What follows belongs to an exercise in optimizing a design on an open flow for a short achievable clock period and few clock cycles; a production flow would make more cautious choices. The RTL was checked by simulation tests, not by an equivalence proof against the original design. No activity file was given, so power comes from the tool's default toggle rates.

[flow/run.sh]
#!/bin/bash
# synth_recipe.tcl (not shown) runs the flow's synth.tcl, then flattens the netlist and writes it again
# the make line also repeats each setting of config.mk as NAME=value (left out here)
make -C /OpenROAD-flow-scripts/flow DESIGN_CONFIG=/design/flow/config.mk WORK_HOME=/design/flow/orfs CLKGATE_MAP_FILE= SYNTH_SCRIPT=/design/flow/synth_recipe.tcl finish
[flow/constraint.sdc]
create_clock -name core_clock -period 6.2 [get_ports {clk}]
set_input_delay 1.2400 -clock core_clock [delete_from_list [all_inputs] [get_ports {clk}]]
set_output_delay 1.2400 -clock core_clock [all_outputs]
set_load 0.01 [all_outputs]
[flow/design.v]
package lc3b_icache_pkg;
   localparam int unsigned NUM_SETS  = 8;
   localparam int unsigned LINE_BITS = 128;
   typedef logic [15:0]          lc3b_word;
   typedef logic [LINE_BITS-1:0] lc3b_c_line;
   typedef logic [8:0]           lc3b_c_tag;
   typedef logic [2:0]           lc3b_c_index;
   typedef logic [2:0]           lc3b_c_offset;
   function automatic lc3b_word line_word(input lc3b_c_line line, input lc3b_c_offset off);
      line_word = line[{off, 4'b0000} +: 16];
   endfunction
endpackage
module icache_way (
   input  logic         clk,
   input  logic         rst_n,
   input  logic [7:0]   rd_sel_a,
   input  logic [8:0]   rd_tag_a,
   output logic         hit_a,
   output logic [127:0] data_a,
   input  logic [7:0]   rd_sel_b,
   input  logic [8:0]   rd_tag_b,
   output logic         hit_b,
   output logic [127:0] data_b,
   input  logic [7:0]   we,           
   input  logic [8:0]   wr_tag,
   input  logic [127:0] wr_data
);
   logic [lc3b_icache_pkg::NUM_SETS-1:0] valid_q;
   lc3b_icache_pkg::lc3b_c_tag           tag_q  [lc3b_icache_pkg::NUM_SETS];
   lc3b_icache_pkg::lc3b_c_line          data_q [lc3b_icache_pkg::NUM_SETS];
   always_ff @(posedge clk or negedge rst_n) begin
      if (!rst_n) begin
         valid_q <= '0;
      end else begin
         valid_q <= valid_q | we;
      end
   end
   always_ff @(posedge clk) begin
      for (int s = 0; s < lc3b_icache_pkg::NUM_SETS; s++) begin
         if (we[s]) begin
            tag_q[s]  <= wr_tag;
            data_q[s] <= wr_data;
         end
      end
   end
   logic [lc3b_icache_pkg::NUM_SETS-1:0] hva, hvb;
   always_comb begin
      data_a = '0;
      data_b = '0;
      for (int s = 0; s < lc3b_icache_pkg::NUM_SETS; s++) begin
         hva[s] = rd_sel_a[s] && valid_q[s] && (tag_q[s] == rd_tag_a);
         hvb[s] = rd_sel_b[s] && valid_q[s] && (tag_q[s] == rd_tag_b);
         data_a = data_a | ({128{hva[s]}} & data_q[s]);
         data_b = data_b | ({128{hvb[s]}} & data_q[s]);
      end
      hit_a = |hva;
      hit_b = |hvb;
   end
endmodule
module lc3b_icache (
   input  logic         clk,
   input  logic         rst_n,
   input  logic         i_read,
   input  logic [15:0]  i_address,
   output logic [15:0]  i_rdata,
   output logic         i_mem_resp,
   output logic         pmem_read,
   output logic [15:0]  pmem_address,
   input  logic [127:0] pmem_rdata,
   input  logic         pmem_resp
);
   logic         fill_q;                  
   logic [11:0]  fill_addr;               
   logic         victim;                  
   logic [7:0]   fwe0, fwe1;              
   logic [lc3b_icache_pkg::NUM_SETS-1:0] lru;    
   logic         cur_v;                   
   logic [11:0]  cur_line;
   logic [127:0] cur_data;
   logic         w7;                      
   logic [11:0]  nxt_line;                
   logic [7:0]   nxt_sel;                 
   logic         nxt_known;               
   logic         nxt_res;                 
   logic         nxt_way;
   logic [127:0] nxt_data;
   logic [11:0]  req_line;
   logic [2:0]   req_set, req_word, nxt_set, fill_set;
   logic [7:0]   req_sel, wdec;
   logic         ha0, ha1, hb0, hb1;
   logic [127:0] da0, da1, db0, db1;
   logic         fill_done;
   logic [7:0]   we0, we1;
   logic         unused_addr_bit;
   assign req_line        = i_address[15:4];
   assign req_set         = i_address[6:4];
   assign req_word        = i_address[3:1];
   assign nxt_set         = nxt_line[2:0];
   assign fill_set        = fill_addr[2:0];
   assign unused_addr_bit = i_address[0];
   always_comb begin
      for (int s = 0; s < 8; s++) begin
         req_sel[s] = (req_set == s[2:0]);
         wdec[s]    = (req_word == s[2:0]);
      end
   end
   assign fill_done = fill_q && pmem_resp;
   assign we0       = {8{pmem_resp}} & fwe0;
   assign we1       = {8{pmem_resp}} & fwe1;
   icache_way way0 (
      .clk        (clk),
      .rst_n      (rst_n),
      .rd_sel_a   (req_sel),
      .rd_tag_a   (i_address[15:7]),
      .hit_a      (ha0),
      .data_a     (da0),
      .rd_sel_b   (nxt_sel),
      .rd_tag_b   (nxt_line[11:3]),
      .hit_b      (hb0),
      .data_b     (db0),
      .we         (we0),
      .wr_tag     (fill_addr[11:3]),
      .wr_data    (pmem_rdata)
   );
   icache_way way1 (
      .clk        (clk),
      .rst_n      (rst_n),
      .rd_sel_a   (req_sel),
      .rd_tag_a   (i_address[15:7]),
      .hit_a      (ha1),
      .data_a     (da1),
      .rd_sel_b   (nxt_sel),
      .rd_tag_b   (nxt_line[11:3]),
      .hit_b      (hb1),
      .data_b     (db1),
      .we         (we1),
      .wr_tag     (fill_addr[11:3]),
      .wr_data    (pmem_rdata)
   );
   logic match_cur, match_nxt, idle_req, hi0, cur_ok;
   logic hit_cur, hit_nx0, miss_nxt;
   assign match_cur = (req_line == cur_line);
   assign match_nxt = (req_line == nxt_line);
   assign idle_req  = i_read && !fill_q;
   assign cur_ok    = cur_v && !fill_q;
   assign hi0       = w7 && nxt_known && nxt_res && !fill_q;    
   assign hit_cur   = i_read && cur_ok && match_cur && !(wdec[0] && hi0);
   assign hit_nx0   = i_read && hi0 && match_nxt && wdec[0];
   assign miss_nxt  = idle_req && nxt_known && !nxt_res && match_nxt;
   logic [15:0] rd_or;
   always_comb begin
      rd_or = '0;
      for (int k = 0; k < 8; k++) begin
         if (k == 0) begin
            rd_or = rd_or | ({16{wdec[k] && !fill_q}} &
                             (hi0 ? nxt_data[15:0] : cur_data[15:0]));
         end else begin
            rd_or = rd_or | ({16{wdec[k] && !fill_q}} & cur_data[16*k +: 16]);
         end
         rd_or = rd_or | ({16{wdec[k] && fill_q}} & pmem_rdata[16*k +: 16]);
      end
   end
   assign i_mem_resp   = (cur_ok && match_cur && !(wdec[0] && hi0)) ||
                         (hi0 && match_nxt && wdec[0]) || fill_done;
   assign i_rdata      = rd_or;
   assign pmem_read    = fill_q || miss_nxt;
   assign pmem_address = {(fill_q ? fill_addr : req_line), 4'b0000};
   logic req_hit, req_way;
   assign req_hit = ha0 || ha1;
   assign req_way = !ha0;
   always_ff @(posedge clk) begin
      nxt_res  <= hb0 || hb1;
      nxt_way  <= !hb0;
      nxt_data <= db0 | db1;    
   end
   always_ff @(posedge clk) begin
      if (fill_done) begin
         cur_data <= pmem_rdata;
      end else if (idle_req) begin
         cur_data <= da0 | da1;    
      end
   end
   logic [7:0] fill_sel, req_sel_n, fill_sel_n, nxt_sel_n;
   assign fill_sel   = fwe0 | fwe1;
   assign req_sel_n  = {req_sel[6:0], req_sel[7]};      
   assign fill_sel_n = {fill_sel[6:0], fill_sel[7]};
   assign nxt_sel_n  = {nxt_sel[6:0], nxt_sel[7]};
   always_ff @(posedge clk or negedge rst_n) begin
      if (!rst_n) begin
         fill_q    <= 1'b0;
         fill_addr <= '0;
         victim    <= 1'b0;
         fwe0      <= '0;
         fwe1      <= '0;
         lru       <= '0;
         cur_v     <= 1'b0;
         cur_line  <= '0;
         w7        <= 1'b0;
         nxt_line  <= 12'd1;
         nxt_sel   <= 8'd2;
         nxt_known <= 1'b0;
      end else begin
         nxt_known <= !fill_done && !(idle_req && req_hit && !hit_cur);
         if (hit_cur || hit_nx0 || fill_done) begin
            w7 <= wdec[7];
         end
         if (fill_done) begin
            fill_q        <= 1'b0;
            fwe0          <= '0;
            fwe1          <= '0;
            lru[fill_set] <= ~victim;
            cur_v         <= 1'b1;
            cur_line      <= fill_addr;
            nxt_line      <= fill_addr + 12'd1;
            nxt_sel       <= fill_sel_n;
         end else if (idle_req) begin
            if (req_hit) begin
               lru[req_set] <= ~req_way;
               cur_v        <= 1'b1;
               cur_line     <= req_line;
               nxt_line     <= req_line + 12'd1;
               nxt_sel      <= req_sel_n;
               if (!hit_cur && !hit_nx0) w7 <= 1'b0;
            end else begin
               fill_q       <= 1'b1;
               fill_addr    <= req_line;
               victim       <= lru[req_set];
               fwe0         <= lru[req_set] ? 8'd0 : req_sel;
               fwe1         <= lru[req_set] ? req_sel : 8'd0;
            end
         end
      end
   end
endmodule
[flow/config.mk]
export PLATFORM = sky130hd
export DESIGN_NAME = lc3b_icache
export DESIGN_NICKNAME = lc3b_icache
export VERILOG_FILES = /design/flow/design.v
export SDC_FILE = /design/flow/constraint.sdc
export NUM_CORES = 4
export LEC_CHECK = 0
export ABC_CLOCK_PERIOD_IN_PS = 3300
export CAP_MARGIN = 20
export CORE_MARGIN = 2
export CORE_UTILIZATION = 40
export SETUP_SLACK_MARGIN = 2.9
export SLEW_MARGIN = 20
export TNS_END_PERCENT = 5
==> flow_summary_export.csv, run 1 <==
group,metric,value,unit
global_routing,grt_pass1_wl,450,mm
routing,dr.pass1.iters,8,
synthesis,syn-cell-area,0.0944,mm²
power,peakVddDrop,0.280,mV
timing,slew_violations,0,
clock_network,clock_latency,0.89,ns
clock_network,hold_buffers,0,
synthesis,ys_seq_area_share,76.6,%
synthesis,synth_area_leader_cell,"edfxtp_1",
global_routing,grtUsageTotal,26.6,%
run,maxCapViolations,0,
critical_path,start_kind,"flip-flop",
placed_design,placed_cell_area,0.102,mm²
synthesis,synth_top_area_share,73.8,%
synthesis,synth_edf_count,2320,
final_layout,final_cell_area,0.111,mm²
timing,fin_skew,0.0716,ns
timing,setup_slack,1.68,ns
timing,fmax,221,MHz
timing,slew_headroom,20.2,%
power,intPower,27.5,mW
critical_path,path_max_fanout,7,
timing,finalHoldViolCount,0,
routing,detail-route-antenna-nets,0,
status,outcome,"no timing/DRC/antenna violations",
synthesis,syn-mean-instance-area,17.4,µm²
routing,drtIter0Drc,9256,
global_routing,grt.overflow.total,0,
routing,post_drt_wl_per_cell,35.3,µm
die,die_w,490,µm
critical_path,critical_path_class,"reg2out",
placed_design,port_buffers,176,
die,std_cell_rows,178,
global_routing,antenna_found_initial,65,
hold_path,hp-class,"reg2reg",
power,p_per_area,324,mW/mm²
power,p_sw,8.48,mW
placed_design,pre_cts_ws,0.435,ns
power,combPwrFrac,7.9,%
critical_path,critical_path_required,4.96,ns
clock_network,clock-sinks,2426,
synthesis,synthArstFlopShare,3.67,%
timing,holdWs,0.478,ns
critical_path,critPathArrivalTime,3.28,ns
clock_network,cts_root_buffer,"clkbuf_16",
placed_design,dpl.hpwl,169,mm
clock_network,numCtsBuffers,233,
synthesis,post_synth_num_cell_types,74,
final_layout,areaGrowthSynthToFinish,17.6,%
power,netSwitchingFraction,23.6,%
timing,timing.final.crit_period,4.52,ns
critical_path,reg2reg_slack,2.87,ns
timing,worstMarginPinSlew,1.20,ns
timing,setup_tns,0,ns
power,p_leak,34.5,nW
power,seqPwrFrac,52.6,%
synthesis,ys_ff_latch,2426,
final_layout,num-nets-final,5964,
timing,min_period_over_period,72.9,%
die,ioPinCount,182,
routing,wirelength,325,mm
power,finalPower,36.0,mW
clock_network,cts.reportedPaths.clkPinSlew,0.06,ns
synthesis,ys.flop_type,"edfxtp_1",
routing,vias,59687,
synthesis,syn_inst,5430,
routing,vias_per_cell,6.49,
die,die_h,490,µm
clock_network,clockBufferDepth,3,
final_layout,drive_gt1_share,15.3,%
die,start_util,40.2,%
placed_design,routabilityCongestion,0.852,
die,die-area,0.240,mm²
die,core_area,0.235,mm²
synthesis,synthTopCellsByArea,"edfxtp_1 74%, a22o_1 4.6%, a221oi_1 4.6%, xnor2_1 2.9%, a22oi_1 2.4%",
timing,final-setup-viol-count,0,
clock_network,h-tree-depth,4,
routing,drc,0,
timing,rsz0062_at_grt,"true",
clock_network,cts_tree,"done",
synthesis,yosys_warnings,4,
synthesis,yosys-top-cells-count,"2320 x edfxtp_1, 492 x a22o_1, 491 x a221oi_1",
power,p_clk_share,39.4,%
global_routing,grt_pass1_vias,56671,
global_routing,grt_max_degree,133,
synthesis,yosysMostFrequentCell,"edfxtp_1",
critical_path,endpoint_kind,"output port",
==> stage by stage <==
step	instances	util, %
6_report	9199	47.2
5_1_grt	9188	47.2
4_1_cts	9139	47.0
3_5_place_dp	8648	43.2
3_3_place_gp	8648	43.2
2_1_floorplan	5433	-
==> sequential cells by signal (all words and copies together), names as in the netlist, 16 cells and up <==
register and count:
nxt_data 16, way1.tag_q 72, cur_data 128, way1.data_q 1024
way0.tag_q 72, way0.data_q 1024
==> final timing paths <==
path / startpoint / endpoint / cells after the start
max reg2reg: way0.tag_q[6][8]$_DFFE_PP_ / lru[6]$_DFFE_PN0P_ / 8
min: cur_v$_DFFE_PN0P_ / cur_v$_DFFE_PN0P_ / 1
min reg2reg: cur_v$_DFFE_PN0P_ / cur_v$_DFFE_PN0P_ / 1
max in group asynchronous: rst_n / nxt_sel[1]$_DFFE_PN1P_ / 2
max: fill_q$_DFFE_PN0P_ / i_rdata[3] / 9
min in group asynchronous: rst_n / fill_addr[5]$_DFFE_PN0P_ / 1
==> kinds of logic after synthesis <==
kind of cell	share of synthesized area, %
muxes	0.576
and+or+nand+nor	3.96
other	0.00397
buffers and inverters	2.08
AOI/OAI and AO/OA	13.6
DFF	76.6
xor gates and xnor gates	3.07
adders and majority gates	0.133
==> layer usage <==
layer,up-vias,wire (µm),GRT usage (%)
li1,23655,-,-
met1,31178,126000,36.9
met2,4099,149000,41.3
met3,725,36400,5.43
met4,30,12900,9.93
met5,-,253,0
==> cell usage in the layout, fill, tap and decap left out, types with 104 or more instances in the layout <==
master | synthesis | final
a221oi_1 | 491 | 465
a41oi_1 | 130 | 130
and3_1 | 130 | 130
xnor2_1 | 308 | 301
a22oi_1 | 298 | 293
buf_4 | 44 | 215
clkbuf_16 | 0 | 234
nand4_1 | 104 | 104
edfxtp_1 | 2320 | 2320
nor2_1 | 156 | 148
a22o_1 | 492 | 491
==> timing repair <==
| action | 4_1_cts | 5_1_grt |
|---|---|---|
| buffers inserted | 41 | 21 |
| endpoints found under the setup margin | 231 | 231 |
| pin swaps | 36 | 18 |
| gates cloned | 11 | 0 |
| resized for setup | 259 | 94 |
==> power groups by stage <==
| stage | clock network (mW) | logic, mW | registers, mW |
|---|---|---|---|
| global route | 14.9 | 2.99 | 19.0 |
| detailed placement | 0 | 2.64 | 19.3 |
| global placement | 0 | 2.61 | 19.2 |
| floorplan | 0 | 1.32 | 19.2 |
| CTS | 14.3 | 2.78 | 18.9 |
| finish | 14.2 | 2.86 | 18.9 |
==> cell type report <==
cell class / instances / area (µm²)
Clock buffer: 291 / 6130
Inverter: 13 / 51.3
Antenna cell: 39 / 97.6
Fill cell: 19700 / 124000
Sequential cell: 2426 / 72200
Clock inverter: 148 / 1490
Timing Repair Buffer: 520 / 5870
Multi-Input combinational cell: 2612 / 21100
Tap cell: 3150 / 3940
==> critical path: stages, from the launching register on <==
cell and delay (ns):
dfrtp_4 0.57, buf_6 0.17, nand2b_4 0.11, nor2_4 0.11
buf_6 0.18, a22oi_1 0.25, nand3_1 0.14, a221oi_2 0.20
nand4_1 0.40, buf_2 0.29
Testbench counts, summed over its fixed seeds: cycles 41,030.
==> run 2, diff against run 1 <==
--- a/flow/design.v
+++ b/flow/design.v
@@ -143,5 +143,5 @@
    assign match_nxt = (req_line == nxt_line);
    assign idle_req  = i_read && !fill_q;
-   assign cur_ok    = cur_v && !fill_q;
+   assign cur_ok    = cur_v;    
    assign hi0       = w7 && nxt_known && nxt_res && !fill_q;    
    assign hit_cur   = i_read && cur_ok && match_cur && !(wdec[0] && hi0);
@@ -153,8 +153,8 @@
       for (int k = 0; k < 8; k++) begin
          if (k == 0) begin
-            rd_or = rd_or | ({16{wdec[k] && !fill_q}} &
+            rd_or = rd_or | ({16{wdec[k]}} &
                              (hi0 ? nxt_data[15:0] : cur_data[15:0]));
          end else begin
-            rd_or = rd_or | ({16{wdec[k] && !fill_q}} & cur_data[16*k +: 16]);
+            rd_or = rd_or | ({16{wdec[k]}} & cur_data[16*k +: 16]);
          end
          rd_or = rd_or | ({16{wdec[k] && fill_q}} & pmem_rdata[16*k +: 16]);
@@ -224,4 +224,5 @@
             end else begin
                fill_q       <= 1'b1;
+               cur_v        <= 1'b0;
                fill_addr    <= req_line;
                victim       <= lru[req_set];
--- a/flow/config.mk
+++ b/flow/config.mk
@@ -6,5 +6,5 @@
 export NUM_CORES = 4
 export LEC_CHECK = 0
-export ABC_CLOCK_PERIOD_IN_PS = 3300
+export ABC_AREA = 1
 export CAP_MARGIN = 20
 export CORE_MARGIN = 2
==> flow_summary_export.csv, run 2 <==
group,metric,value,unit
hold_path,hp-class,"in2async",
synthesis,synth_fa_ha_area_share,0.123,%
power,finalPower,36.9,mW
synthesis,synth_area_leader_cell,"edfxtp_1",
timing,holdWs,0.393,ns
synthesis,synth_top_family_by_area,"simple AND/OR/NAND/NOR gates",
final_layout,layout_common_cells,"2804 x nand2_1, 2320 x edfxtp_1, 1062 x nor2_1",
routing,vias,73765,
final_layout,final_cell_area,0.119,mm²
timing,timing.final.crit_period,4.45,ns
clock_network,cts_tree,"done",
clock_network,hold_buffers,0,
synthesis,yosys-top-cells-count,"2823 x nand2_1, 2320 x edfxtp_1, 1093 x nor2_1",
clock_network,clockBufferDepth,3,
final_layout,postLayoutCoreUtil,46.8,%
global_routing,grt_max_degree,129,
critical_path,r2r_cells,12,
critical_path,crit_family,"buffers and inverters",
placed_design,routabilityCongestion,0.939,
power,combPwrFrac,8.9,%
clock_network,clock_latency,0.93,ns
die,core_area,0.253,mm²
clock_network,numCtsBuffers,241,
synthesis,ys_ff_latch,2426,
power,p_leak,44.5,nW
critical_path,critical_path_required,4.96,ns
timing,final-setup-viol-count,0,
timing,worstMarginPinSlew,1.18,ns
critical_path,endpoint_kind,"output port",
clock_network,h-tree-depth,4,
placed_design,port_buffers,176,
timing,slew_violations,0,
die,die_w,508,µm
die,start_util,40.1,%
die,ioPinCount,182,
global_routing,grtUsageTotal,26.8,%
global_routing,grt_pass1_wl,499,mm
timing,min_period_over_period,71.7,%
critical_path,crit_buf_inv,5,
routing,dr.pass1.iters,6,
power,peakVddDrop,0.319,mV
timing,rsz0062_at_grt,"true",
final_layout,drive_gt1_share,10.1,%
status,outcome,"no timing/DRC/antenna violations",
timing,slew_headroom,21.0,%
synthesis,yosys_warnings,4,
synthesis,syn-cell-area,0.102,mm²
critical_path,crit_path_cell_trace,"buf_8 -> inv_4 -> buf_4 -> nor3_2 -> buf_4 -> a22o_1 -> a21oi_1 -> nand4_1 -> nor3_2 -> nand4_1 -> buf_2",
synthesis,synthArstFlopShare,3.67,%
clock_network,cts_root_buffer,"clkbuf_16",
power,seqPwrFrac,52.0,%
die,die-area,0.258,mm²
final_layout,areaGrowthSynthToFinish,16.8,%
clock_network,cts.reportedPaths.clkPinSlew,0.06,ns
routing,wirelength,354,mm
routing,post_drt_wl_per_cell,27.1,µm
power,p_sw,9.19,mW
synthesis,synth_edf_count,2320,
synthesis,ys.flop_type,"edfxtp_1",
critical_path,cp-endpoint,"i_rdata[0]",
global_routing,grtUsageMet3,5.42,%
synthesis,synth-xor-area-share,0.912,%
die,std_cell_rows,185,
routing,vias_per_cell,5.65,
run,maxCapViolations,0,
critical_path,critPathArrivalTime,3.21,ns
global_routing,grt_pass1_vias,69495,
synthesis,synthTopCellsByArea,"edfxtp_1 69%, nand2_1 10%, nand3_1 4.2%, nor2_1 4.0%, dfrtp_1 2.1%",
power,intPower,27.7,mW
critical_path,critPathMaxStageDelay,0.40,ns
global_routing,antenna_found_initial,37,
clock_network,clock-sinks,2426,
power,p_clk_share,39.1,%
synthesis,synth_top_area_share,68.5,%
synthesis,synth-compound-area-share,3.11,%
placed_design,placed_cell_area,0.109,mm²
power,p_per_area,311,mW/mm²
placed_design,dpl.hpwl,199,mm
final_layout,reg.largest.list,"way0.data_q: 1024 flops, way1.data_q: 1024 flops, cur_data: 128 flops",
synthesis,yosysMostFrequentCell,"nand2_1",
timing,fin_skew,0.106,ns
power,netSwitchingFraction,24.9,%
routing,drc,0,
synthesis,post_synth_num_cell_types,57,
timing,fmax,225,MHz
timing,setup_tns,0,ns
critical_path,start_kind,"primary input",
critical_path,path_max_fanout,16,
global_routing,grt.overflow.total,0,
global_routing,grt_use_met1,36.8,%
critical_path,reg2reg_slack,2.73,ns
critical_path,cpMaxStageDelayCell,"nand4_1",
timing,finalHoldViolCount,0,
final_layout,final_common_cell,"nand2_1",
critical_path,crit_start,"i_address[1]",
die,die_h,508,µm
synthesis,syn-mean-instance-area,11.2,µm²
final_layout,num-nets-final,9624,
critical_path,cp.depth,11,
global_routing,use_met2,41.7,%
synthesis,synthSimpleGateAreaFrac,21.1,%
critical_path,worst_r2r_endpoint,"nxt_data[13]$_DFF_P_",
routing,detail-route-antenna-nets,0,
synthesis,ys_seq_area_share,71.1,%
synthesis,synthMuxAreaShare,0,%
global_routing,grt_busiest_layer,"met2",
critical_path,r2r_start,"nxt_line[6]$_DFFE_PN0P_",
critical_path,critical_path_class,"in2out",
synthesis,syn_inst,9058,
routing,drtIter0Drc,10193,
-- run 2: cell count changes in the layout (fill, tap and decap cells not counted), sizes merged, moves of 124 or more --
cell / delta
nand2: +2753
nor2: +946
nand3: +764
a221oi: -475
inv: +448
a22o: -387
a22oi: -285
xnor2: -271
a41oi: -130
and3: -124
-- run 2: final cells by class --
class / count / area, µm²
inverters: 478 / 1910
clock inverters: 130 / 1260
fillers: 22481 / 135000
clock buffers: 309 / 6450
diodes: 21 / 52.6
multi-input cells: 5747 / 26600
flip-flops and latches: 2426 / 72300
well taps: 3366 / 4210
repair buffers: 572 / 5990
-- run 2: power by group through the flow --
stage | Sequential [mW] | Combinational, mW | Clock (mW)
after floorplan | 19.4 | 1.42 | 0
after global placement | 19.5 | 2.98 | 0
after detailed placement | 19.5 | 3.02 | 0
after CTS | 19.2 | 3.09 | 14.5
after global routing | 19.2 | 3.43 | 15.1
final | 19.2 | 3.27 | 14.4
-- run 2: worst min-delay path by stage --
stage / startpoint / endpoint / slack, ns / cells after the start
5_1_grt: rst_n / way0.valid_q[2]$_DFF_PN0_ / 0.42 / 1
2_1_floorplan: nxt_line[0]$_DFFE_PN1P_ / nxt_line[0]$_DFFE_PN1P_ / 0.45 / 2
3_5_place_dp: nxt_line[0]$_DFFE_PN1P_ / nxt_line[0]$_DFFE_PN1P_ / 0.47 / 2
3_3_place_gp: nxt_line[0]$_DFFE_PN1P_ / nxt_line[0]$_DFFE_PN1P_ / 0.46 / 2
4_1_cts: rst_n / way0.valid_q[2]$_DFF_PN0_ / 0.35 / 1
6_report: rst_n / way0.valid_q[2]$_DFF_PN0_ / 0.39 / 1
-- run 2: repair_timing --
action	in CTS	in global routing
gates cloned	0	0
endpoints found under the setup margin	300	293
buffers inserted	49	19
pin swaps	49	39
gates resized for setup	270	133
-- run 2: stage by stage --
stage	setup slack (ns)	instances
after floorplan	1.94	9061
after global placement	0.268	12520
after detailed placement	0.247	12521
after CTS	1.70	13009
after global routing	1.73	13040
final	1.75	13049
-- run 2: logic make-up (layout without fill, tap and decap cells) --
logic type	after synthesis	count (layout)
simple gates	5147	5147
flops	2426	2426
fa+ha+maj	10	10
other cells	1	25
xor+xnor	105	105
buf+inv	888	1489
compound gates	481	481
-- run 2: layer usage --
metal | part of all wire (%) | up-vias
met2 | 45 | 4611
li1 | - | 31962
met1 | 39 | 36385
met4 | 4.1 | 12
met3 | 11 | 795
met5 | 0.022 | -
Testbench counts of run 2, summed over its fixed seeds: cycles 41,030.
==> run 3, diff against run 2 <==
--- a/flow/design.v
+++ b/flow/design.v
@@ -143,5 +143,5 @@
    assign match_nxt = (req_line == nxt_line);
    assign idle_req  = i_read && !fill_q;
-   assign cur_ok    = cur_v;    
+   assign cur_ok    = cur_v && !fill_q;
    assign hi0       = w7 && nxt_known && nxt_res && !fill_q;    
    assign hit_cur   = i_read && cur_ok && match_cur && !(wdec[0] && hi0);
@@ -153,8 +153,8 @@
       for (int k = 0; k < 8; k++) begin
          if (k == 0) begin
-            rd_or = rd_or | ({16{wdec[k]}} &
+            rd_or = rd_or | ({16{wdec[k] && !fill_q}} &
                              (hi0 ? nxt_data[15:0] : cur_data[15:0]));
          end else begin
-            rd_or = rd_or | ({16{wdec[k]}} & cur_data[16*k +: 16]);
+            rd_or = rd_or | ({16{wdec[k] && !fill_q}} & cur_data[16*k +: 16]);
          end
          rd_or = rd_or | ({16{wdec[k] && fill_q}} & pmem_rdata[16*k +: 16]);
@@ -224,5 +224,4 @@
             end else begin
                fill_q       <= 1'b1;
-               cur_v        <= 1'b0;
                fill_addr    <= req_line;
                victim       <= lru[req_set];
==> flow/flow/run.sh (new file) <==
#!/bin/bash
# Layout flow: the standard layout (standard.sh, all steps unchanged),
# with the platform's delay cells (clkdlybuf*, dlygate*, dlymetal*) added to
# DONT_USE_CELLS, so port buffers and repair use plain buffers.
# The full make output goes to standard.log in this folder.
set -euo pipefail
cat >> config.mk <<'EOC'
export DONT_USE_CELLS += sky130_fd_sc_hd__clkdlybuf4s15_1 sky130_fd_sc_hd__clkdlybuf4s15_2 sky130_fd_sc_hd__clkdlybuf4s18_1 sky130_fd_sc_hd__clkdlybuf4s18_2 sky130_fd_sc_hd__clkdlybuf4s25_1 sky130_fd_sc_hd__clkdlybuf4s25_2 sky130_fd_sc_hd__clkdlybuf4s50_1 sky130_fd_sc_hd__clkdlybuf4s50_2 sky130_fd_sc_hd__dlygate4sd1_1 sky130_fd_sc_hd__dlygate4sd2_1 sky130_fd_sc_hd__dlygate4sd3_1 sky130_fd_sc_hd__dlymetal6s2s_1 sky130_fd_sc_hd__dlymetal6s4s_1 sky130_fd_sc_hd__dlymetal6s6s_1
EOC
bash standard.sh > standard.log 2>&1
==> flow/standard.sh (new file) <==
#!/bin/bash
# synth_recipe.tcl (not shown) runs the flow's synth.tcl, then flattens the netlist and writes it again
# the make line also repeats each setting of config.mk as NAME=value (left out here)
make -C /OpenROAD-flow-scripts/flow DESIGN_CONFIG=/design/flow/config.mk WORK_HOME=/design/flow/orfs CLKGATE_MAP_FILE= SYNTH_SCRIPT=/design/flow/synth_recipe.tcl "${@:-finish}"
--- a/flow/config.mk
+++ b/flow/config.mk
@@ -13,2 +13,3 @@
 export SLEW_MARGIN = 20
 export TNS_END_PERCENT = 5
+export DONT_USE_CELLS += sky130_fd_sc_hd__clkdlybuf4s15_1 sky130_fd_sc_hd__clkdlybuf4s15_2 sky130_fd_sc_hd__clkdlybuf4s18_1 sky130_fd_sc_hd__clkdlybuf4s18_2 sky130_fd_sc_hd__clkdlybuf4s25_1 sky130_fd_sc_hd__clkdlybuf4s25_2 sky130_fd_sc_hd__clkdlybuf4s50_1 sky130_fd_sc_hd__clkdlybuf4s50_2 sky130_fd_sc_hd__dlygate4sd1_1 sky130_fd_sc_hd__dlygate4sd2_1 sky130_fd_sc_hd__dlygate4sd3_1 sky130_fd_sc_hd__dlymetal6s2s_1 sky130_fd_sc_hd__dlymetal6s4s_1 sky130_fd_sc_hd__dlymetal6s6s_1
removed: flow/run.sh
==> flow_summary_export.csv, run 3 <==
group,metric,value,unit
timing,fin_skew,0.0322,ns
critical_path,cp.depth,10,
power,peakVddDrop,0.289,mV
final_layout,reg.largest.list,"way0.data_q: 1024 flops, way1.data_q: 1024 flops, cur_data: 128 flops",
run,maxCapViolations,0,
final_layout,final_cells,12917,
timing,finalHoldViolCount,0,
global_routing,grt_pass1_wl,510,mm
clock_network,cts_tree,"done",
placed_design,placed_cells,12348,
synthesis,syn-cell-area,0.101,mm²
power,p_leak,43.0,nW
timing,slew_violations,0,
final_layout,postLayoutCoreUtil,46.5,%
final_layout,final_common_cell,"nand2_1",
timing,timing.final.crit_period,4.44,ns
final_layout,areaGrowthSynthToFinish,15.3,%
final_layout,final_cell_area,0.117,mm²
routing,vias,74152,
placed_design,dpl.hpwl,204,mm
timing,slew_headroom,12.3,%
die,std_cell_rows,184,
critical_path,endpoint_kind,"output port",
routing,met3_length,43.9,mm
critical_path,critical_path_class,"reg2out",
timing,min_period_over_period,71.7,%
synthesis,ys.flop_type,"edfxtp_1",
hold_path,holdPathStages,2,
synthesis,ys_seq_area_share,71.3,%
critical_path,critPathMaxStageDelay,0.50,ns
final_layout,register_area,0.0723,mm²
die,die-area,0.257,mm²
global_routing,antenna_found_initial,51,
synthesis,syn_inst,8954,
routing,routed.top_layer,"met5",
clock_network,clock-sinks,2426,
die,die_w,507,µm
timing,final-setup-viol-count,0,
synthesis,synthTopCellsByArea,"edfxtp_1 69%, nand2_1 11%, nand3_1 3.6%, nor2_1 3.6%, dfrtp_1 2.1%",
global_routing,grt.overflow.total,0,
hold_path,hp-class,"reg2reg",
global_routing,grtUsageTotal,27.6,%
global_routing,grt_pass1_vias,69478,
synthesis,yosys-top-cells-count,"2874 x nand2_1, 2320 x edfxtp_1, 962 x nor2_1",
clock_network,clock_latency,0.90,ns
final_layout,num-nets-final,9507,
die,die_h,507,µm
routing,wl_met1,142,mm
synthesis,post_synth_num_cell_types,54,
clock_network,cts_root_buffer,"clkbuf_16",
final_layout,layout_common_cells,"2855 x nand2_1, 2320 x edfxtp_1, 925 x nor2_1",
status,outcome,"no timing/DRC/antenna violations",
final_layout,drive_gt1_share,9.80,%
synthesis,ys_ff_latch,2426,
routing,vias_per_cell,5.74,
synthesis,synth_edf_count,2320,
synthesis,yosys_warnings,4,
die,ioPinCount,182,
critical_path,critical_path_required,4.96,ns
critical_path,r2r_cells,15,
synthesis,synth_area_leader_cell,"edfxtp_1",
routing,dr.pass1.iters,8,
critical_path,crit_path_cell_trace,"buf_6 -> buf_12 -> buf_6 -> nor2_4 -> buf_12 -> buf_2 -> a22o_1 -> a211oi_1 -> nand3_2 -> buf_6",
timing,setup_tns,0,ns
clock_network,h-tree-depth,4,
clock_network,numCtsBuffers,235,
routing,drc,0,
final_layout,multiInputGateArea,0.0270,mm²
clock_network,clockBufferDepth,3,
critical_path,crit_top_cell,"buf_6",
timing,rsz0062_at_grt,"true",
timing,fmax,225,MHz
synthesis,synthArstFlopShare,3.67,%
critical_path,cpMaxStageDelayCell,"dfrtp_4",
die,start_util,40.3,%
routing,detail-route-antenna-nets,0,
critical_path,path_max_fanout,7,
critical_path,start_kind,"flip-flop",
routing,wl_met2,165,mm
global_routing,grt_max_degree,83,
routing,wirelength,366,mm
critical_path,crit_family,"buffers and inverters",
critical_path,critPathArrivalTime,3.20,ns
placed_design,placed_cell_area,0.107,mm²
synthesis,syn-mean-instance-area,11.3,µm²
power,p_per_area,314,mW/mm²
synthesis,synth_top_area_share,68.7,%
routing,post_drt_wl_per_cell,28.3,µm
clock_network,cts.reportedPaths.clkPinSlew,0.06,ns
placed_design,port_buffers,176,
timing,worstMarginPinSlew,1.32,ns
die,core_area,0.252,mm²
clock_network,hold_buffers,0,
synthesis,yosysMostFrequentCell,"nand2_1",
routing,drtIter0Drc,10973,
critical_path,crit_buf_inv,6,
final_layout,fillers,22583,
placed_design,routabilityCongestion,0.910,
==> run 3: cell count changes after synthesis, sizes merged, moves of 51 or more <==
cell	change
o21ai	+51
nand4	+87
nand3	-107
inv	-91
nand3b	+51
nand2	+54
nor2	-123
==> run 3: cells by family (layout without fill, tap and decap cells) <==
kind of cell / count (synthesis) / after routing / synth area share (%)
XOR/XNOR: 99 / 99 / 0.855
AND/OR/NAND/NOR: 5063 / 5065 / 21.0
adder cells (fa/ha/maj): 10 / 10 / 0.123
AO/OA/AOI/OAI: 542 / 542 / 3.36
other: 1 / 20 / 0.00370
flip-flops: 2426 / 2426 / 71.3
buffers and inverters: 813 / 1407 / 3.35
==> run 3: where the power goes <==
| group | total (mW) | switching [mW] | internal, mW |
|---|---|---|---|
| logic | 3.13 | 2.37 | 0.758 |
| registers | 19.2 | 0.416 | 18.8 |
| clock network | 14.5 | 6.35 | 8.11 |
==> run 3: routing by layer <==
metal	vias up	GRT usage [%]
li1	31842	-
met1	36581	37.7
met2	4800	43.1
met3	885	6.22
met4	44	10.1
met5	-	0.0556
==> run 3: final timing paths <==
kind,slack [ns],from,to
setup / recovery,1.76,fill_q$_DFFE_PN0P_,i_rdata[1]
hold / removal,0.45,cur_v$_DFFE_PN0P_,cur_v$_DFFE_PN0P_
setup reg to reg,2.30,nxt_line[11]$_DFFE_PN0P_,nxt_data[4]$_DFF_P_
hold reg to reg,0.45,cur_v$_DFFE_PN0P_,cur_v$_DFFE_PN0P_
max in group asynchronous,4.50,rst_n,fill_q$_DFFE_PN0P_
min in group asynchronous,0.51,rst_n,fill_addr[2]$_DFFE_PN0P_
==> run 3: timing repair <==
item | CTS | global route
cloned | 1 | 4
hold endpoints to repair | 0 | 0
pin swaps | 41 | 28
endpoints found under the setup margin | 248 | 257
resized for setup | 218 | 172
setup buffers | 61 | 44
==> run 3: tightest hold or removal path: cells and delay by family, from the launching register on <==
kind,cells,cell delay (ns)
buf+inv,1,0.05
flops,1,0.32
simple gates,1,0.05
==> run 3: final cells by class <==
type	count	share of cell area [%]
sequential	2426	61.8
multi-input combinational	5720	23.1
clock buffer	300	5.38
timing repair buffer	574	3.60
tap	3348	3.58
inverter	391	1.37
clock inverter	141	1.17
antenna	16	0.0342
timing repair inverter	1	0.00749
==> run 3: metrics by stage <==
stage	power [mW]	hold WS [ns]	worst slack, ns
after floorplan	20.8	0.422	2.07
after global placement	22.2	0.436	1.10
after detailed placement	22.3	0.440	1.02
after CTS	36.7	0.455	1.83
after global routing	37.7	0.483	1.75
final	36.8	0.454	1.76
Testbench counts of run 3, summed over its fixed seeds: cycles 41,030.
==> run 4, diff against run 3 <==
--- a/flow/design.v
+++ b/flow/design.v
@@ -143,5 +143,5 @@
    assign match_nxt = (req_line == nxt_line);
    assign idle_req  = i_read && !fill_q;
-   assign cur_ok    = cur_v && !fill_q;
+   assign cur_ok    = cur_v;    
    assign hi0       = w7 && nxt_known && nxt_res && !fill_q;    
    assign hit_cur   = i_read && cur_ok && match_cur && !(wdec[0] && hi0);
@@ -153,8 +153,8 @@
       for (int k = 0; k < 8; k++) begin
          if (k == 0) begin
-            rd_or = rd_or | ({16{wdec[k] && !fill_q}} &
+            rd_or = rd_or | ({16{wdec[k]}} &
                              (hi0 ? nxt_data[15:0] : cur_data[15:0]));
          end else begin
-            rd_or = rd_or | ({16{wdec[k] && !fill_q}} & cur_data[16*k +: 16]);
+            rd_or = rd_or | ({16{wdec[k]}} & cur_data[16*k +: 16]);
          end
          rd_or = rd_or | ({16{wdec[k] && fill_q}} & pmem_rdata[16*k +: 16]);
@@ -224,4 +224,5 @@
             end else begin
                fill_q       <= 1'b1;
+               cur_v        <= 1'b0;
                fill_addr    <= req_line;
                victim       <= lru[req_set];
==> flow/flow/run.sh (replaced) <==
#!/bin/bash
# Layout flow: the standard layout (standard.sh, all steps unchanged),
# with two additions to its config:
#  - the platform's delay cells (clkdlybuf*, dlygate*, dlymetal*) are added
#    to DONT_USE_CELLS, so port buffers and timing repair use plain buffers;
#  - IO_CONSTRAINTS (flow/io.tcl) keeps the fetch-side ports on one edge.
# The full make output goes to standard.log in this folder.
set -euo pipefail
cat >> config.mk <<EOC
export DONT_USE_CELLS += sky130_fd_sc_hd__clkdlybuf4s15_1 sky130_fd_sc_hd__clkdlybuf4s15_2 sky130_fd_sc_hd__clkdlybuf4s18_1 sky130_fd_sc_hd__clkdlybuf4s18_2 sky130_fd_sc_hd__clkdlybuf4s25_1 sky130_fd_sc_hd__clkdlybuf4s25_2 sky130_fd_sc_hd__clkdlybuf4s50_1 sky130_fd_sc_hd__clkdlybuf4s50_2 sky130_fd_sc_hd__dlygate4sd1_1 sky130_fd_sc_hd__dlygate4sd2_1 sky130_fd_sc_hd__dlygate4sd3_1 sky130_fd_sc_hd__dlymetal6s2s_1 sky130_fd_sc_hd__dlymetal6s4s_1 sky130_fd_sc_hd__dlymetal6s6s_1
export IO_CONSTRAINTS = $PWD/flow/io.tcl
EOC
bash standard.sh > standard.log 2>&1
==> flow/flow/io.tcl (new file) <==
# Keep the fetch-side ports and the fill data together on the right edge, so
# the paths from i_address and pmem_rdata to i_rdata / i_mem_resp /
# pmem_read stay short.
set_io_pin_constraint -region right:* -pin_names {i_read i_address[*] i_rdata[*] i_mem_resp pmem_read pmem_resp pmem_address[*] pmem_rdata[*]}
--- a/flow/config.mk
+++ b/flow/config.mk
@@ -14,2 +14,3 @@
 export TNS_END_PERCENT = 5
 export DONT_USE_CELLS += sky130_fd_sc_hd__clkdlybuf4s15_1 sky130_fd_sc_hd__clkdlybuf4s15_2 sky130_fd_sc_hd__clkdlybuf4s18_1 sky130_fd_sc_hd__clkdlybuf4s18_2 sky130_fd_sc_hd__clkdlybuf4s25_1 sky130_fd_sc_hd__clkdlybuf4s25_2 sky130_fd_sc_hd__clkdlybuf4s50_1 sky130_fd_sc_hd__clkdlybuf4s50_2 sky130_fd_sc_hd__dlygate4sd1_1 sky130_fd_sc_hd__dlygate4sd2_1 sky130_fd_sc_hd__dlygate4sd3_1 sky130_fd_sc_hd__dlymetal6s2s_1 sky130_fd_sc_hd__dlymetal6s4s_1 sky130_fd_sc_hd__dlymetal6s6s_1
+export IO_CONSTRAINTS = /design/flow/flow/io.tcl
==> flow_summary_export.csv, run 4 <==
group,metric,value,unit
status,outcome,"no timing/DRC/antenna violations",
final_layout,reg.largest.list,"way0.data_q: 1024 flops, way1.data_q: 1024 flops, cur_data: 128 flops",
critical_path,critPathMaxStageDelay,0.33,ns
synthesis,ys_ff_latch,2426,
routing,dr.pass1.iters,9,
critical_path,endpoint_kind,"output port",
synthesis,synthArstFlopShare,3.67,%
critical_path,crit_family,"buffers and inverters",
global_routing,grt_pass1_vias,68900,
power,p_leak,43.8,nW
clock_network,cts.reportedPaths.clkPinSlew,0.07,ns
timing,rsz0062_at_grt,"true",
clock_network,clock-sinks,2426,
routing,vias_per_cell,5.75,
die,std_cell_rows,185,
clock_network,clock_latency,0.93,ns
synthesis,ys_seq_area_share,71.0,%
placed_design,dpl.hpwl,221,mm
global_routing,grt_pass1_wl,522,mm
final_layout,num-nets-final,9654,
routing,drc,0,
synthesis,synth_area_leader_cell,"edfxtp_1",
synthesis,yosys-top-cells-count,"2819 x nand2_1, 2320 x edfxtp_1, 1092 x nor2_1",
final_layout,fillers,22723,
synthesis,synth_edf_count,2320,
final_layout,drive_gt1_share,9.75,%
critical_path,critical_path_class,"in2out",
critical_path,start_kind,"primary input",
critical_path,reg2reg_slack,2.30,ns
die,start_util,40.1,%
synthesis,synthTopCellsByArea,"edfxtp_1 69%, nand2_1 10%, nand3_1 4.2%, nor2_1 4.0%, dfrtp_1 2.1%",
timing,final-setup-viol-count,0,
timing,min_period_over_period,74.8,%
clock_network,numCtsBuffers,230,
global_routing,antenna_found_initial,58,
routing,detail-route-antenna-nets,0,
die,ioPinCount,182,
die,die-area,0.258,mm²
placed_design,port_buffers,176,
synthesis,ys.flop_type,"edfxtp_1",
clock_network,h-tree-depth,4,
final_layout,final_common_cell,"nand2_1",
routing,post_drt_wl_per_cell,29.0,µm
critical_path,crit_buf_inv,6,
final_layout,register_area,0.0723,mm²
die,die_w,508,µm
critical_path,r2r_cells,8,
critical_path,crit_top_cell,"buf_1",
critical_path,cp.depth,12,
synthesis,yosys_warnings,4,
synthesis,post_synth_num_cell_types,58,
power,p_per_area,312,mW/mm²
final_layout,final_cells,13098,
synthesis,syn-mean-instance-area,11.2,µm²
clock_network,hold_buffers,0,
die,core_area,0.253,mm²
final_layout,areaGrowthSynthToFinish,15.1,%
critical_path,path_max_fanout,12,
timing,slew_violations,0,
final_layout,multiInputGateArea,0.0267,mm²
global_routing,grt.overflow.total,0,
placed_design,routabilityCongestion,0.974,
placed_design,placed_cells,12522,
timing,slew_headroom,14.4,%
power,peakVddDrop,0.279,mV
timing,fmax,216,MHz
critical_path,cpMaxStageDelayCell,"nand3b_1",
clock_network,cts_root_buffer,"clkbuf_16",
synthesis,syn-cell-area,0.102,mm²
clock_network,clockBufferDepth,3,
critical_path,critPathArrivalTime,3.40,ns
synthesis,synth_top_area_share,68.5,%
routing,drtIter0Drc,13103,
final_layout,layout_common_cells,"2799 x nand2_1, 2320 x edfxtp_1, 1065 x nor2_1",
die,die_h,508,µm
critical_path,critical_path_required,4.96,ns
timing,fin_skew,0.0707,ns
routing,wirelength,379,mm
clock_network,cts_tree,"done",
timing,setup_tns,0,ns
synthesis,yosysMostFrequentCell,"nand2_1",
global_routing,grtUsageTotal,28.6,%
hold_path,hp-class,"in2async",
run,maxCapViolations,0,
global_routing,grt_max_degree,131,
timing,finalHoldViolCount,0,
critical_path,crit_path_cell_trace,"buf_12 -> buf_1 -> buf_6 -> nor2_4 -> nand2_2 -> clkinv_8 -> buf_2 -> nand2_1 -> nand3_2 -> a2111oi_4 -> nand3b_1 -> buf_1",
synthesis,syn_inst,9058,
routing,vias,75263,
timing,timing.final.crit_period,4.64,ns
timing,worstMarginPinSlew,1.28,ns
run 4: worst paths after layout:
check / from / to
worst max-delay path: i_address[2] / i_rdata[6]
worst min-delay path: rst_n / fill_addr[9]$_DFFE_PN0P_
worst max register to register: nxt_line[9]$_DFFE_PN0P_ / nxt_data[12]$_DFF_P_
worst min register to register: fwe0[2]$_DFFE_PN0P_ / fwe0[2]$_DFFE_PN0P_
max in group asynchronous: rst_n / nxt_line[3]$_DFFE_PN0P_
min in group core_clock: fwe0[2]$_DFFE_PN0P_ / fwe0[2]$_DFFE_PN0P_
run 4: cell families (layout without fill, tap and decap cells):
kind of cell	after synthesis	count (layout)	share of synthesized area [%]
flip-flops	2426	2426	71.0
other	1	47	0.00369
AO/OA/AOI/OAI	481	481	3.11
buffers and inverters	888	1516	3.69
AND/OR/NAND/NOR	5147	5147	21.1
XOR/XNOR	105	105	0.912
adder cells (fa/ha/maj)	10	10	0.123
run 4: power breakdown:
group | total (mW) | leakage [nW] | switching [mW] | internal (mW)
clock | 14.1 | 3.63 | 6.29 | 7.77
sequential | 19.2 | 22.3 | 0.436 | 18.8
combinational | 3.27 | 17.8 | 2.51 | 0.765
total | 36.6 | 43.8 | 9.23 | 27.3
run 4: through the flow:
step | power (mW) | utilization (%) | setup WS (ns) | instance area, µm² | hold WS [ns]
after floorplan | 20.8 | - | 1.95 | 102000 | 0.450
after global placement | 22.4 | 42.4 | 1.02 | 107000 | 0.463
after detailed placement | 22.5 | 42.4 | 0.895 | 107000 | 0.473
after CTS | 36.4 | 45.8 | 1.81 | 116000 | 0.483
after global routing | 37.4 | 46.2 | 1.59 | 117000 | 0.514
final | 36.6 | 46.2 | 1.56 | 117000 | 0.489
run 4: timing repair:
item	4_1_cts	5_1_grt
endpoints found under the setup margin	259	353
buffers inserted	57	48
gates cloned	0	0
hold endpoints to repair	0	0
resized for setup	203	227
pin swaps	42	44
run 4: final cells by class:
cell class / instances / area share (%)
sequential: 2426 / 61.7
multi-input combinational: 5747 / 22.8
clock buffer: 285 / 5.21
timing repair buffer: 613 / 3.70
tap: 3366 / 3.60
inverter: 478 / 1.70
clock inverter: 140 / 1.17
antenna: 43 / 0.0919
run 4: routing by layer:
layer | wire (µm) | vias to the layer above | share of wire [%] | global-route usage, %
li1 | - | 32061 | - | -
met1 | 147000 | 36712 | 39 | 40.4
met2 | 160000 | 5512 | 42 | 41.7
met3 | 53900 | 952 | 14 | 7.33
met4 | 18300 | 26 | 4.8 | 12.4
met5 | 344 | - | 0.091 | 0
Testbench counts of run 4, summed over its fixed seeds: cycles 41,030.

-- static timing again, ports no longer ideal --
No port has a modelled driver above. Below, the same layouts with a new extraction and two added sets of constraints. Step 1: set_driving_cell puts a clkbuf_16 on clk and a buf_2 on each other input, an assumption about the parent block. Step 2, shift: input delay + t, output delay - t, t = (earliest + latest rising clock arrival at the registers) / 2. This alone moves slack from input paths to output paths. Slacks: ideal ports / drivers / drivers and shift; pairs: ideal ports / drivers.
| run | shift t [ns] | setup slack, ns | clock arrival spread, ns | cell pins on the clock port's net |
|---|---|---|---|---|
| run 1 | 0.952 | 1.680 / 1.574 / 1.339 | 0.084 / 0.083 | 1 |
| run 2 | 0.980 | 1.754 / 1.654 / 1.586 | 0.106 / 0.106 | 1 |
| run 3 | 0.972 | 1.757 / 1.667 / 1.552 | 0.037 / 0.037 | 1 |
| run 4 | 0.994 | 1.561 / 1.405 / 1.169 | 0.077 / 0.077 | 1 |
After both steps every run listed still meets setup and hold. For run 4, which loses most, drivers alone change the setup slack by -0.156 ns; drivers and shift together by -0.392 ns.
